Source: an optimization exercise on an open RTL-to-GDS flow (aim: small area, a short achievable clock period and few clock cycles per item). Production flows keep margins and buffers that such runs may drop. The RTL was checked by simulation tests, not by an equivalence proof against the original design.

## flow/design.v (module list and top-level ports; edited modules follow where they fit)
// module ekf_top: 2104 lines
// module ekf_fa: 9 lines
// module ekf_ha: 8 lines
module ekf_top (
    input  logic        clk,
    input  logic        n_rst,
    input  logic        meas_req,
    input  logic [29:0] meas,
    output logic        meas_ack,
    output logic        result_req,
    output logic [47:0] result,
    input  logic        result_ack
);
  // ...
==> flow/flow/run.sh <==
#!/bin/bash
# the standard flow, with timing repair aiming 16.5 ns below the clock period
bash standard.sh SETUP_SLACK_MARGIN=16.5 finish > standard.log 2>&1
==> flow/standard.sh <==
#!/bin/bash
# synth_recipe.tcl (not shown) runs the flow's synth.tcl, then flattens the netlist and writes it again
# the make line also repeats each setting of config.mk as NAME=value (left out here)
make -C /OpenROAD-flow-scripts/flow DESIGN_CONFIG=/design/flow/config.mk WORK_HOME=/design/flow/orfs CLKGATE_MAP_FILE= SYNTH_SCRIPT=/design/flow/synth_recipe.tcl "${@:-finish}"
==> flow/config.mk <==
export PLATFORM = sky130hd
export DESIGN_NAME = ekf_top
export DESIGN_NICKNAME = ekf_top
export VERILOG_FILES = /design/flow/design.v
export SDC_FILE = /design/flow/constraint.sdc
export NUM_CORES = 4
export LEC_CHECK = 0
export CAP_MARGIN = 20
export CORE_MARGIN = 2
export CORE_UTILIZATION = 50
export SLEW_MARGIN = 20
export SYNTH_HIERARCHICAL = 1
export SYNTH_MINIMUM_KEEP_SIZE = 0
==> flow/constraint.sdc <==
create_clock -name core_clock -period 22.0 [get_ports {clk}]
set_input_delay 4.4000 -clock core_clock [delete_from_list [all_inputs] [get_ports {clk}]]
set_output_delay 4.4000 -clock core_clock [all_outputs]
set_load 0.01 [all_outputs]
==> summary.md, run 1 <==
| Metric | Value |
|---|---|
| DP Worst Slack | about 16 ns |
| FF-to-FF End | rn[17] |
| Post-CTS Setup Bufs | 44 |
| Final std cells w/o fill | ~3300 |
| Max Cap Viol | 0 |
| Xor-xnor portion of the synthesized cell area | 3.37% |
| Num tapcells | 615 |
| DR iter-0 viols | 1859 |
| Met2 GRT Util | between 50% and 60% |
| Clock Latency Late Sink | 0.49 ns |
| Hold path depth | 2 |
| Worst Path Buf+Inv | 1 |
| DRC | 0 |
| CP max-delay cell | dfstp_2 |
| Worst Path Max Fanout | 2 |
| Gp weighted congestion | just over 1 |
| Number of synthesized flops with an enable pin | between 80 and 90 |
| Die area | a little over 50000 um^2 |
| Clock buf count | 19 |
| Yosys top cell by area | fa_1 |
| Syn Std Cell Area | 24300 um^2 |
| Adder-Cell Fraction of Synth Area | 39.5% |
| Storage element area | 4620 um^2 |
| Final WL | 86.0 mm |
| Initial antenna violation count | 1 |
| Status | finished clean |
| Reg with most FFs | cap |
| Fraction of area in registers | about 17% |
| Yosys reg bits | between 150 and 200 |
| Area after detailed placement | 25800 um^2 |
Testbench counts, summed over its fixed seeds: cycles 6,160, items 2,048.
==> run 2, diff against run 1 <==
--- a/flow/design.v
+++ b/flow/design.v
@@ -4,44 +4,50 @@
     input  logic        n_rst,
     input  logic        meas_req,
     input  logic [29:0] meas,
     output logic        meas_ack,
     output logic        result_req,
     output logic [47:0] result,
     input  logic        result_ack
 );
-    logic        s1, s2, s3;      
+    logic        s1;              
+    logic        s1w;             
+    logic        s2, s3;
     logic        out_idle;        
+    logic        go1;             
+    logic        leave1;          
     logic        wr;              
-    logic        adv2;            
     logic        accept;          
     logic        take;
     logic [29:0] cap;
     logic signed [23:0] soc, vrc;
+    assign go1    = !result_req || result_ack;
+    assign leave1 = (s1 || s1w) && go1;
     assign wr     = s3 && out_idle;
-    assign adv2   = s2 && !result_req;
-    assign accept = !(s1 || s2 || s3) || wr;
+    assign accept = !(s1 || s1w || s2 || s3) || wr;
     assign take   = meas_req && !meas_ack && accept;
     always_ff @(posedge clk or negedge n_rst) begin
         if (!n_rst) begin
             meas_ack   <= 1'b0;
             s1         <= 1'b0;
+            s1w        <= 1'b0;
             s2         <= 1'b0;
             s3         <= 1'b0;
             result_req <= 1'b0;
             out_idle   <= 1'b1;
         end else begin
             if (take)
                 meas_ack <= 1'b1;
             else if (!meas_req)
                 meas_ack <= 1'b0;
-            s1 <= take;
-            s2 <= s1 || (s2 && result_req);
-            s3 <= adv2 || (s3 && !out_idle);
+            s1  <= take;
+            s1w <= (s1 || s1w) && !go1;
+            s2  <= leave1;
+            s3  <= s2 || (s3 && !out_idle);
             if (wr) begin
                 result_req <= 1'b1;
                 out_idle   <= 1'b0;
             end else if (result_req && result_ack) begin
                 result_req <= 1'b0;
             end else if (!out_idle && !result_req && !result_ack) begin
                 out_idle <= 1'b1;
             end
@@ -271,37 +277,34 @@
     assign soc_p_n = s_src + c1;
     assign p_int   = soc_p_n[23:16];
     assign blo_n   = p_int < 8'sd20;
     assign bhi_n   = p_int > 8'sd95;
     logic signed [23:0] soc_n, vrc_n;
     logic               tsel_n;
     logic [5:0]         cf_d, cf;
     logic signed [23:0] xx;
+    assign xx     = vrc;
     assign tsel_n = wr ? (soc_n[23] || !(soc_n[22] || soc_n[21]))
                        : (soc[23] || !(soc[22] || soc[21]));
     assign cf_d[0] = accept && !meas[29] && tsel_n;
     assign cf_d[1] = accept && !meas[29] && !tsel_n;
     assign cf_d[2] = accept && meas[29];
     assign cf_d[3] = !accept && blo_n;
     assign cf_d[4] = !accept && !blo_n && !bhi_n;
     assign cf_d[5] = !accept && bhi_n;
     always_ff @(posedge clk) begin
         cf <= cf_d;
-        if (accept)
-            xx <= wr ? vrc_n : vrc;
-        else
-            xx <= soc_p_n;
     end
     logic [23:0] vrow;
     logic [20:0] qrow;
     logic signed [23:0] vrc_pr, e;
     logic [24-1:0] rp, rn;        
     logic [23:0]       xn;
-    assign xn = ~xx;
+    assign xn   = ~xx;
     assign vrow = s1 ? 24'd0 : c_v;
     assign qrow = s1 ? 21'd0 : vrc_pr[23:3];
     always_ff @(posedge clk) begin
         rn[1] <= cf_d[0] | cf_d[1];
         rp[3] <= cf_d[0] | cf_d[5];
         rn[4] <= cf_d[3];
         rn[5] <= cf_d[0] | cf_d[4];
         rp[6] <= cf_d[5];
@@ -2074,38 +2077,42 @@
     logic [22-1:0]  la, lb;
     logic [22:0]    lsum;
     logic [25-1:0] ms, mc, rsum;
     logic            mcin;
     assign la   = {tc244, tc220, tc198, tc178, ts175, tc140, tc124, tc108, tc92, tc78, tc64, ts61, tc40, ts37, ts27, ts17, ts9, ts3, pb2, pb1, pb0, pb430};
     assign lb   = {ts267, ts243, ts219, ts197, ts177, ts157, ts139, ts123, ts107, ts91, ts77, ts63, ts51, ts39, ts29, ts19, ts11, ts5, ts1, 1'b0, pb431, 1'b0};
     assign lsum = la + lb;
     always_ff @(posedge clk) begin
-        if (s1 || adv2) begin
+        if (s1 || s2) begin
             ms   <= {tc806, tc798, tc788, tc776, tc762, tc748, tc732, tc714, tc696, tc678, tc658, tc638, tc616, tc594, tc570, tc546, tc520, tc492, tc462, tc430, tc396, tc362, ts359, tc296, tc268};
             mc   <= {ts811, ts805, ts797, ts787, ts775, ts761, ts747, ts731, ts713, ts695, ts677, ts657, ts637, ts615, ts593, ts569, ts545, ts519, ts491, ts461, ts429, ts395, ts361, ts327, ts295};
             mcin <= lsum[22];
         end
     end
     assign rsum   = ms + mc + mcin;
     assign vrc_pr = rsum[46-22:23-22];
     assign e      = rsum[45-22:22-22];
     always_ff @(posedge clk or negedge n_rst) begin
         if (!n_rst) begin
             soc <= 24'sh640000;
             vrc <= 24'sh000000;
-        end else if (wr) begin
-            soc <= soc_n;
-            vrc <= vrc_n;
-        end else if (adv2) begin
-            vrc <= vrc_pr;
+        end else begin
+            if (wr)
+                soc <= soc_n;
+            else if (s2)
+                soc <= vrc_pr;
+            if (wr)
+                vrc <= vrc_n;
+            else if (leave1)
+                vrc <= soc_p_n;
         end
     end
-    assign soc_n = xx + (e >>> 3);
-    assign vrc_n = vrc + (e >>> 1);
+    assign soc_n = vrc + (e >>> 3);
+    assign vrc_n = soc + (e >>> 1);
     assign result = {soc, vrc};
 endmodule
 module ekf_fa (
     input  logic a,
     input  logic b,
     input  logic c,
     output logic s,
     output logic co
==> flow/config.mk (replaced) <==
export PLATFORM = sky130hd
export DESIGN_NAME = ekf_top
export DESIGN_NICKNAME = ekf_top
export VERILOG_FILES = /design/flow/design.v
export SDC_FILE = /design/flow/constraint.sdc
export NUM_CORES = 4
export LEC_CHECK = 0
export CAP_MARGIN = 20
export CORE_MARGIN = 2
export CORE_UTILIZATION = 65
export SLEW_MARGIN = 20
export SYNTH_HIERARCHICAL = 1
export SYNTH_MINIMUM_KEEP_SIZE = 0
==> run 2 against run 1 <==
Still clean. Worst setup slack lost 0.023 ns. Cell area down 0.66%. Global-route usage increased by 9.6 points. Area after synthesis decreased by 0.83%. Register-to-register slack about the same. Sequential cell count fell by 23. Cell count down 5.4%. Critical path type unchanged.
==> summary.md, run 2 <==
| Metric | Value |
|---|---|
| Status | finished clean |
| Clock Latency Late Sink | 0.46 ns (-0.03 ns) |
| Max reg flops | 30 |
| Pin count of the biggest net entering global routing | between 70 and 80 |
| Starting density of the core | between 60% and 70% |
| Via Count | 21605 |
| Worst endpoint data arrival time | 1.18 ns |
| Area after detailed placement | 25200 um^2 (-2.2%) |
| Post-route ant nets | 0 |
| Setup TNS | 0 ns |
| Max Cap Viol | 0 (unchanged) |
| Number of synthesized flops with an enable pin | 81 (unchanged) |
| Area Overhead vs Synth | 10.6% |
| Post-layout net count | 3184 |
| Worst Tran Pin Value | between 1 and 1.5 ns |
| Row count | 70 |
| Worst Path Max Fanout | 2 (unchanged) |
| Syn Area/Cell | 9.42 um^2 |
| # clock sinks | 153 |
| CTS max path bufs | 2 |
| DRC | 0 (unchanged) |
| Area fraction of the dominant cell type after synthesis | 31.4% |
| Most frequent cells in the layout | fa_1 (377), nand2_1 (318), a21oi_1 (249) |
| Reg with most FFs | cap |
| Number of synthesis warnings | 7 |
| CP required | 17.60 ns |
| Routed WL per cell | 27.3 um |
| Root Driver | clkbuf_16 |
| Setup violations, final | 0 |
| Final Max Slew Viols | 0 |
| Post-synth ARST share | 35.9% |
| Yosys top cell by area | fa_1 |
| Synth unique cells | 84 |
| H-tree level count | 4 |
| Sequential-to-total area share from yosys stat | roughly 17% |
| I/O pin count | 84 |
| Worst path cell trace | buf_6 |
| Design area | about 27000 um^2 |
| Multi-input logic area | around 19000 um^2 |
| DR iter-0 viols | 2635 (+42%) |
| Most common cell in the netlist | fa_1 |
| Yosys reg bits | 153 (-13%) |
| Top delay family on crit path | flip-flops |
| Tot GR Track Use | between 40% and 50% |
| Synth top cells by count | fa_1 (378), nand2_1 (319), a21oi_1 (252) |
| Syn Std Cell Area | 24100 um^2 (-0.83%) |
| Area contributors post-synth | fa_1 (31%), edfxtp_1 (10%), ha_1 (8.5%) |
| Crit Path Class | reg2out |
| Gate Count Post-Synth | between 2000 and 3000 |
| Reg-to-reg startpoint | ms[0] |
| CP max-delay cell | dfstp_2 |
| Post-DP HPWL | approximately 60 mm |
| First-pass GRT wire length | 128 mm |
| Commonest non-fill, non-tap cell in the layout | fa_1 |
| Worst Path Buf+Inv | 1 (unchanged) |
| Die Y | 197 um |
| Minimum clock period | ~5.6 ns |
| Gp weighted congestion | 1.03 (+2.4%) |
| Die area | 38700 um^2 (-23%) |
| Worst Setup SP | soc[21] |
| Num CTS Buffers | 17 |
| Storage element area | 4230 um^2 (-8.5%) |
| Die Width | approximately 200 um |
| Biggest regs | cap: 30 flops, mc: 25 flops, ms: 25 flops |
| Hold WC Path Type | reg2reg |
| Core footprint | around 37000 um^2 |
| Worst setup SP type | flip-flop |
| Vias in the first global route | 21726 |
| CP peak stage delay | 0.60 ns |
| Grt total ovfl | 0 |
| RSZ-0062 raised after global routing | true |
| 1st-pass router iterations | 8 |
| Max-Slew Margin vs Limit | 30.8% |
| Hold path start | out_idle |
| Post-synth top flop | edfxtp_1 |
| Initial antenna violation count | 0 (-1) |
| Layout cells sized above 1 | approximately an eighth |
| Number of buffers added on ports | 83 |
| Worst Hold Slack | 0.534 ns |
| CTS tree | done |
| Final setup skew | around 0.013 ns |
| Max Freq | 0.179 GHz |
| Final WL | 84.5 mm (-1.8%) |
| Vias per std cell | 6.99 |
| Final hold vios | 0 |
| Clk pin slew, worst setup/hold paths | 0.08 ns |
| Fin crit share | between 20 and 30% |
| CP endpoint kind | output port |
| Fill cell count | around 2700 |
run 2: through the flow:
stage | setup slack (ns) | util [%] | std cells
floorplan | 16.57 | - | 2567
finish | 16.42 | 72.9 | 3091
CTS | 16.42 | 72.0 | 3073
detailed placement | 15.64 | 68.9 | 2989
global route | 16.42 | 72.8 | 3090
global placement | 15.66 | 68.9 | 2989
run 2: routing by layer:
metal  part of all wire [%]  track usage [%]  vias to the layer above
met3                     12             11.5                      475
met2                     45             69.9                     1693
met4                    8.6             30.4                        0
met1                     35             54.5                    10421
li1                       -                -                     9016
met5                      0                0                        -
run 2: layout make-up:
cell class | count | share of cell area, %
Clock inverter | 15 | 0.699
Antenna cell | 1 | 0.00938
Clock buffer | 17 | 1.60
Multi-Input combinational cell | 2164 | 72.4
Tap cell | 468 | 2.20
Timing Repair Buffer | 197 | 6.16
Sequential cell | 153 | 15.9
Inverter | 76 | 1.10
run 2: cell families after synthesis:
| kind of cell | Yosys count | synth area share [%] |
|---|---|---|
| compound gates | 701 | 18.0 |
| flops | 153 | 17.2 |
| other cells | 1 | 0.0156 |
| xor+xnor | 81 | 3.00 |
| fa+ha+maj | 541 | 39.8 |
| simple gates | 778 | 15.4 |
| mux | 56 | 2.53 |
| buf+inv | 250 | 4.00 |
run 2: Yosys stat by module (local to each module, per instance):
module,cells,cell area [um^2],times used
ekf_fa,1,20.0,374
ekf_ha,1,12.5,32
ekf_top,2155,16200,1
run 2: path summary, 6_finish.rpt:
| path | to | slack, ns | cells past startpoint |
|---|---|---|---|
| max | result[45] | 16.42 | 1 |
| min | out_idle | 0.53 | 2 |
| max reg2reg | rn[5] | 16.58 | 21 |
| min reg2reg | out_idle | 0.53 | 2 |
| max in group asynchronous | vrc[21] | 17.31 | 2 |
| min in group asynchronous | soc[8] | 4.10 | 2 |
run 2: repair_timing:
action,in CTS,in global routing
hold buffers,0,0
gates resized for setup,262,57
gates cloned,1,0
endpoints found under the hold margin,0,0
pin swaps,3,13
setup buffers,51,17
endpoints found under the setup margin,98,51
run 2: tightest hold or removal path, cell delays in order (launching register included):
cell and delay (ns):
dfstp_2 0.38, nor2_1 0.11, nor2_1 0.05
Testbench counts of run 2, summed over its fixed seeds: cycles 6,160, items 2,048.
==> run 3, diff against run 2 <==
--- a/flow/config.mk
+++ b/flow/config.mk
@@ -9,3 +9,3 @@
 export CORE_MARGIN = 2
-export CORE_UTILIZATION = 65
+export CORE_UTILIZATION = 50
 export SLEW_MARGIN = 20
==> run 3 against run 2 <==
Sequential share of layout area decreased by 0.22 points. Sequential cell count unchanged. Synthesized cell count unchanged. Critical path depth unchanged. Core utilization decreased by 17 points.
==> summary.md, run 3 <==
| Metric | Value |
|---|---|
| Top delay family on crit path | flip-flops |
| Core footprint | 47600 um^2 (+30%) |
| Worst path cell trace | buf_6 |
| Die area | 50000 um^2 (+29%) |
| Quantity of hold-fixing buffers added after cts | 0 (unchanged) |
| Post-synth ARST share | 35.9% (unchanged) |
| Clk pin slew, worst setup/hold paths | 0.07 ns (about the same) |
| CP peak stage delay | 0.60 ns (about the same) |
| # clock sinks | 153 (unchanged) |
| H-tree level count | 4 (unchanged) |
| RSZ-0062 raised after global routing | true |
| Grt total ovfl | 0 (unchanged) |
| Post-placement cell count | 3151 (+5.4%) |
| Crit Path Class | reg2out |
| Worst Hold Slack | 0.472 ns (-0.0619 ns) |
| Pin count of the biggest net entering global routing | 75 (-1.3%) |
| Vias in the first global route | 20598 (-5.2%) |
| N_diodes | 0 (-1) |
| CTS tree | done |
| CP endpoint kind | output port |
| CP required | 17.60 ns (about the same) |
| Worst setup SP type | flip-flop |
| Setup TNS | 0 ns (unchanged) |
| Die Width | 224 um (+14%) |
| Layout cells sized above 1 | 11.4% (-0.61 points) |
| Fin crit share | 25.3% (about the same) |
| Setup violations, final | 0 (unchanged) |
| Most common cell in the netlist | fa_1 |
| Worst endpoint data arrival time | 1.17 ns (about the same) |
| Post-layout net count | 3183 (-0.031%) |
| Most frequent cells in the layout | fa_1 (377), nand2_1 (317), a21oi_1 (250) |
| Post-route ant nets | 0 (unchanged) |
| Number of synthesized flops with an enable pin | 81 (unchanged) |
| Root Driver | clkbuf_16 |
| Number of synthesis warnings | 7 (unchanged) |
| First-pass GRT wire length | 128 mm (+0.20%) |
| DR iter-0 viols | 2284 (-13%) |
| Routed WL per cell | 26.4 um (-3.3%) |
| Number of buffers added on ports | 83 (unchanged) |
| Num CTS Buffers | 17 (unchanged) |
| Hold WC Path Type | reg2reg |
| Minimum clock period | 5.57 ns (-0.000500 ns) |
| Via Count | 20669 (-4.3%) |
| Syn Area/Cell | 9.42 um^2 (unchanged) |
| Final core utilization | 56.2% (-17 points) |
| Final Max Slew Viols | 0 (unchanged) |
| Max Freq | 0.179 GHz (about the same) |
| R2R setup slack | 16.60 ns (+0.02 ns) |
| Area contributors post-synth | fa_1 (31%), edfxtp_1 (10%), ha_1 (8.5%) |
| Synth unique cells | 84 (unchanged) |
| Final WL | 85.5 mm (+1.2%) |
| Commonest non-fill, non-tap cell in the layout | fa_1 |
| Vias per std cell | 6.39 (-8.6%) |
| CP max-delay cell | dfstp_2 |
| Area after detailed placement | 25500 um^2 (+1.2%) |
| Worst Path Buf+Inv | 1 (unchanged) |
| Final setup skew | 0.0134 ns (+0.000907 ns) |
| Syn Std Cell Area | 24100 um^2 (unchanged) |
| CTS max path bufs | 2 (unchanged) |
| Synth top cells by count | fa_1 (378), nand2_1 (319), a21oi_1 (252) |
| Area fraction of the dominant cell type after synthesis | 31.4% (unchanged) |
| Sequential-to-total area share from yosys stat | 17.2% (unchanged) |
| Gate Count Post-Synth | 2561 (unchanged) |
| Max Cap Viol | 0 (unchanged) |
| Gp weighted congestion | 0.933 (-9.6%) |
| Die Y | 224 um (+14%) |
| Post-synth top flop | edfxtp_1 |
| Yosys reg bits | 153 (unchanged) |
| Row count | 80 (+14%) |
| Final hold vios | 0 (unchanged) |
| Initial antenna violation count | 0 (unchanged) |
| Worst Path Max Fanout | 2 (unchanged) |
| 1st-pass router iterations | 7 (-1) |
| Biggest regs | cap: 30 flops, mc: 25 flops, ms: 25 flops |
| Clock Latency Late Sink | 0.46 ns (about the same) |
| Final std cells w/o fill | 3236 (+4.7%) |
| Worst Tran Pin Value | 0.981 ns (-0.0308 ns) |
| Design area | 26800 um^2 (+0.42%) |
| Post-DP HPWL | 63.5 mm (+3.9%) |
| Yosys top cell by area | fa_1 |
| Tot GR Track Use | 34.6% (-9.9 points) |
| Starting density of the core | 50.6% (-15 points) |
| Reg with most FFs | cap |
| Status | finished clean |
| I/O pin count | 84 (unchanged) |
| Max-Slew Margin vs Limit | 32.9% (+2.1 points) |
| Area Overhead vs Synth | 11.1% |
| DRC | 0 (unchanged) |
| Max reg flops | 30 (unchanged) |
==> run 3: what timing repair did <==
action,in CTS,in global routing
gates cloned,2,0
setup endpoints to repair,89,39
endpoints found under the hold margin,0,0
buffers inserted,45,6
resized for setup,271,41
pin swaps,5,8
==> run 3: metal layers <==
metal | wire length [um] | up-vias | GRT usage, %
li1 | - | 9022 | -
met1 | 34000 | 10289 | 46.3
met2 | 40200 | 1117 | 56.0
met3 | 6930 | 241 | 5.54
met4 | 4330 | 0 | 15.3
met5 | 0 | - | 0
==> run 3: layout make-up <==
type / count / area, um^2
fillers: 4282 / 20900
multi-input cells: 2164 / 19200
flip-flops and latches: 153 / 4190
repair buffers: 196 / 1710
well taps: 615 / 769
clock buffers: 18 / 429
inverters: 76 / 289
clock inverters: 14 / 170
==> run 3: worst paths after layout <==
check / start / endpoint / cells after the start
setup reg to reg: ms[0] / rn[5] / 22
setup / recovery: soc[22] / result[46] / 1
hold / removal: meas_ack / s1 / 1
min in group asynchronous: n_rst / soc[3] / 2
max in group asynchronous: n_rst / vrc[7] / 2
hold reg to reg: meas_ack / s1 / 1
==> run 3: stage by stage <==
| step | setup slack (ns) |
|---|---|
| 3_3_place_gp | 15.64 |
| 6_report | 16.43 |
| 3_5_place_dp | 15.63 |
| 2_1_floorplan | 16.57 |
| 4_1_cts | 16.39 |
| 5_1_grt | 16.40 |
==> run 3: cells by family after synthesis <==
kind of cell               Yosys count  share of synthesized area (%)
AOI/OAI and AO/OA                  701                           18.0
xor gates and xnor gates            81                           3.00
adders and majority gates          541                           39.8
buffers and inverters              250                           4.00
DFF                                153                           17.2
muxes                               56                           2.53
other                                1                         0.0156
and+or+nand+nor                    778                           15.4
==> run 3: Yosys stat by module, one instance, submodules excluded <==
module | area (um^2) | times used
ekf_top | 16200 | 1
ekf_ha | 12.5 | 32
ekf_fa | 20.0 | 374

==> afterwards: timing with drivers on the ports <==
No port has a modelled driver above. Below, the same layouts with a new extraction and two added sets of constraints.
Step 1, drivers: a clkbuf_16 drives clk and a buf_2 each remaining input, both assumed.
Step 2 moves the port delays by t, midway between the first and last clock arrival at a register: inputs arrive t later, outputs are due t later. That takes back most of the time a late clock gives input paths.
Slacks: ideal ports / drivers / drivers and shift; pairs: ideal ports / drivers.
| run | shift t [ns] | setup slack, ns | clock arrival spread, ns |
|---|---|---|---|
| run 1 | 0.542 | 16.448 / 16.388 / 16.227 | 0.016 / 0.015 |
| run 2 | 0.508 | 16.425 / 16.368 / 16.168 | 0.012 / 0.013 |
| run 3 | 0.507 | 16.425 / 16.372 / 16.224 | 0.014 / 0.014 |
After both steps every run listed still meets setup and hold. For run 2, which loses most, drivers alone change the setup slack by -0.057 ns; drivers and shift together by -0.257 ns.
